Source: an optimization exercise on an open RTL-to-GDS flow (aim: a short achievable clock period and few clock cycles per item). Production flows keep margins and buffers that such runs may drop. Only simulation tests tie the RTL to the original design; equivalence was not proved. Power is estimated from default activity; no workload was simulated.

Design pipelineCpu, start of the top module:
module pipelineCpu (
	input  logic           CLK,
	input  logic           RST,
	output cpuPkg::wordT   imemAddr,
	input  cpuPkg::wordT   imemData,
	output cpuPkg::wordT   dmemAddr,
	output cpuPkg::wordT   dmemWData,
	output logic           dmemRead,
	output logic           dmemWrite,
	input  cpuPkg::wordT   dmemRData,
	output logic           wbValid,
	output cpuPkg::regIdxT wbReg,
	output cpuPkg::wordT   wbData
);
clock: 6.2 ns
lec_check: 0
cap_margin: 20
core_margin: 2
core_utilization: 40
setup_slack_margin: 3.8
slew_margin: 20
standard.sh (not shown) runs the stock make flow with config.mk's settings and CLKGATE_MAP_FILE= SYNTH_SCRIPT=/design/flow/synth_recipe.tcl, a recipe that flattens the netlist after the stock synthesis.
==> flow/flow/run.sh <==
#!/bin/bash
# Standard layout, except that the combinational logic of the standard synthesis is
# mapped again by ABC with a delay-driven script before floorplanning. The standard
# synthesis's registers (cells and instance names) are kept as they are.
set -euo pipefail
W=$(pwd)
F=$W/flow
R=$W/orfs/results/$FLOW_PLATFORM/pipelineCpu/base
LIB=$FLOW_HOME/platforms/$FLOW_PLATFORM/lib/sky130_fd_sc_hd__tt_025C_1v80.lib
YOSYS=$(command -v yosys || true)
if [[ -z "$YOSYS" ]]; then YOSYS=$FLOW_HOME/../tools/install/yosys/bin/yosys; fi

# 1. the standard synthesis
bash standard.sh synth > $W/log_1_synth.txt 2>&1
cp $R/1_2_yosys.v $W/standard_synth.v

# 2. map the combinational logic again; registers stay as instances
SEQ=$(tr '\n' ' ' < $F/seqcells.txt)
DU=$(cat $F/dontuse.txt $F/resyn_avoid.txt | sed "s/^/-dont_use /" | tr "\n" " ")
printf 'set_driving_cell sky130_fd_sc_hd__buf_1\nset_load 5\n' > $W/resyn.constr
cat > $W/resyn.ys <<EOY
read_liberty -ignore_miss_func $LIB
setattr -mod -set keep_hierarchy 1 $SEQ
read_verilog $W/standard_synth.v
hierarchy -top $FLOW_TOP
flatten
opt_clean -purge
abc -script $F/resyn.abc -liberty $LIB $DU -constr $W/resyn.constr
opt_clean -purge
hilomap -singleton -hicell sky130_fd_sc_hd__conb_1 HI -locell sky130_fd_sc_hd__conb_1 LO
insbuf -buf sky130_fd_sc_hd__buf_4 A X
rename -hide w:*.*
opt_clean -purge
select $FLOW_TOP
write_verilog -noattr -nohex -nodec -selected $W/resyn.v
EOY
$YOSYS -l $W/log_2_resynth.txt -q $W/resyn.ys > /dev/null 2>&1

# the registers must be the standard synthesis's, instance for instance
regs() { grep -E '^ *sky130_fd_sc_hd__[a-z0-9_]+ ' "$1" | awk '{print $1, $2}' | grep -F -w -f $F/seqcells.txt | sort; }
if ! diff <(regs $W/standard_synth.v) <(regs $W/resyn.v) > $W/log_regdiff.txt; then
  echo "registers differ after remapping" >&2
  exit 1
fi
cp $W/resyn.v $R/1_2_yosys.v
touch $R/1_2_yosys.v

# 3. the rest of the standard layout
bash standard.sh > $W/log_3_layout.txt 2>&1
test -f $W/out/final.def
Other scripts of this flow, unchanged in this note and not shown: flow/flow/dontuse.txt, flow/flow/resyn.abc, flow/flow/resyn_avoid.txt, flow/flow/seqcells.txt
Testbench counts at the start, summed over its fixed seeds: cycles 10,451, instrs 10,210.
Rerun with:
--- a/flow/design.v
+++ b/flow/design.v
@@ -132,20 +132,24 @@
 	logic [15:0] fdRyVal;
 	logic        fdRxZero;
 	logic        fdPUseRx;
 	logic        fdPUseRy;
 	logic        fdPRegWrite;
 	logic [2:0]  fdPDest;
 	logic        fdPIsLi;
 	logic        fdPCondNz;
 	logic        fdPBnez;
-	logic        fdPIsAddiu;
 	logic [15:0] fdNegImm;
+	logic        fdRxHitE;
+	logic        fdRxHitM;
+	logic        fdRxHitW;
+	logic        fdPIsAddiu;
+	logic        fdRyHitE;
 	logic        deRegWrite;
 	logic        deIsLoad;
 	logic        deIsStore;
 	logic        deIsCond;
 	logic        deBpUpd;
 	logic        deIsJr;
 	logic        deOpAdd;
 	logic        deOpSub;
 	logic        deOpAnd;
@@ -354,55 +358,72 @@
 	assign dDest = fdPDest;
 	always_comb
 	begin
 		case (dOp)
 			5'd6:       dImm = {{8{fdInstr[7]}}, fdInstr[7:0]};
 			5'd7:       dImm = {8'h00, fdInstr[7:0]};
 			default:    dImm = {{11{fdInstr[4]}}, fdInstr[4:0]};
 		endcase
 	end
-	assign dRxVal = (mwRegWrite && mwDest == dRx) ? mwResult : fdRxVal;
+	assign dRxVal = fdRxHitW ? mwResult : fdRxVal;
 	assign dRyVal = (mwRegWrite && mwDest == dRy) ? mwResult : fdRyVal;
-	assign dRxEm = deRegWrite && deDest == dRx;
-	assign dRxMw = !dRxEm && emRegWrite && emDest == dRx;
+	assign dRxEm = fdRxHitE;
+	assign dRxMw = !fdRxHitE && fdRxHitM;
 	assign dRyEm = deRegWrite && deDest == dRy;
 	assign dRyMw = !dRyEm && emRegWrite && emDest == dRy;
 	logic [15:0] dTarget;
 	logic [15:0] dOffset;
 	assign dOffset = (fdInstr[15:11] == 5'd12) ? {{5{fdInstr[10]}}, fdInstr[10:0]} :
 		{{8{fdInstr[7]}}, fdInstr[7:0]};
 	assign dTarget = (fdInstr[15:11] == 5'd13) ? {8'h00, fdJrTarget} : fdPcInc + dOffset;
 	logic        dIsCondNz;
 	logic        dEmHit;
 	logic        dCanResolve;
 	logic        dZero;
 	logic        dActualT;
 	assign dIsCondNz = fdValid && fdPCondNz;
-	assign dEmHit = emRegWrite && emDest == dRx;
+	assign dEmHit = fdRxHitM;
 	assign dCanResolve = dIsCondNz &&
 		(dRxEm ? (deIsAddImm && !deFwdAEm && !deFwdAMw) : !(dEmHit && emSelLoad));
 	logic        emZero;
 	logic        dRxZero;
 	assign emZero = emZeroQ;
-	assign dRxZero = (mwRegWrite && mwDest == dRx) ? mwZero : fdRxZero;
+	assign dRxZero = fdRxHitW ? mwZero : fdRxZero;
 	assign dZero = dRxEm ? exResZero : (dEmHit ? emZero : dRxZero);
 	assign dActualT = fdPBnez ? !dZero : dZero;
 	assign dRedirect = dCanResolve && (dActualT != fdPredT) && !redirect;
 	assign dRedirPc = fdPredT ? fdPcInc : dTarget;
 	logic        dResKnown;
 	logic        dResZero;
 	logic        fOnD;
 	assign dResKnown = dIsLi || (fdValid && fdPIsAddiu && !dRxEm && !dRxMw);
 	assign dResZero = fdPIsLi ? (fdInstr[7:0] == 8'd0) : (dRxVal == fdNegImm);
 	assign fOnD = dResKnown && fdPDest == imemData[10:8];
 	assign fPredT = fIsB || fJrHit ||
 		(fIsCond && (fOnD ? (imemData[11] ^ dResZero) : (imemData[7] ^ fFlip)));
-	assign stall = deIsLoad && ((dUseRx && dRx == deDest) || (dUseRy && dRy == deDest));
+	assign stall = deIsLoad && ((dUseRx && fdRxHitE) || (dUseRy && fdRyHitE));
+	always_ff @(posedge CLK)
+	begin
+		if (stall)
+		begin
+			fdRxHitE <= 1'b0;
+			fdRyHitE <= 1'b0;
+			fdRxHitM <= fdRxHitE;
+			fdRxHitW <= fdRxHitM;
+		end
+		else
+		begin
+			fdRxHitE <= dRegWrite && dDest == imemData[10:8];
+			fdRyHitE <= dRegWrite && dDest == imemData[7:5];
+			fdRxHitM <= deRegWrite && deDest == imemData[10:8];
+			fdRxHitW <= emRegWrite && emDest == imemData[10:8];
+		end
+	end
 	always_ff @(posedge CLK or negedge RST)
 	begin
 		if (!RST)
 		begin
 			deRegWrite <= 1'b0;
 			deIsLoad <= 1'b0;
 			deIsStore <= 1'b0;
 			deIsCond <= 1'b0;
 			deIsJr <= 1'b0;
- total power grows by about 1.7%
- final area goes down by about 2.1%
- wire length drops by 4.7%
- synthesized area falls by about 1.1%
- non-clock buffer count goes down by 93
Testbench counts after the change, summed over its fixed seeds: cycles 10,451, instrs 10,210.

[afterwards: timing with drivers on the ports]
How much do the figures lean on ideal ports? The routed layouts below were timed once more, with nothing changed but the port constraints. Step 1: set_driving_cell puts a clkbuf_16 on CLK and a buf_2 on each other input, an assumption about the parent block. Step 2 times the ports against the registers' clock, not the clock port: input delays grow and output delays shrink by t, the midpoint of the rising clock arrivals with the driver on. Three values: no drivers, after step 1, after step 2; two values: the first two.
| run | shift t [ns] | setup WS [ns] | slew at the worst register clock pin (ns) | worst slew at a driven data input, ns |
|---|---|---|---|---|
| the first run | 0.688 | 3.180 / 3.180 / 2.620 | 0.07 / 0.07 | 0.25 |
| the second run | 0.697 | 3.565 / 3.570 / 2.908 | 0.07 / 0.07 | 0.11 |
After both steps setup and hold are still met in every run listed. For the second run, which loses most, drivers alone change the setup slack by +0.005 ns; drivers and shift together by -0.657 ns.
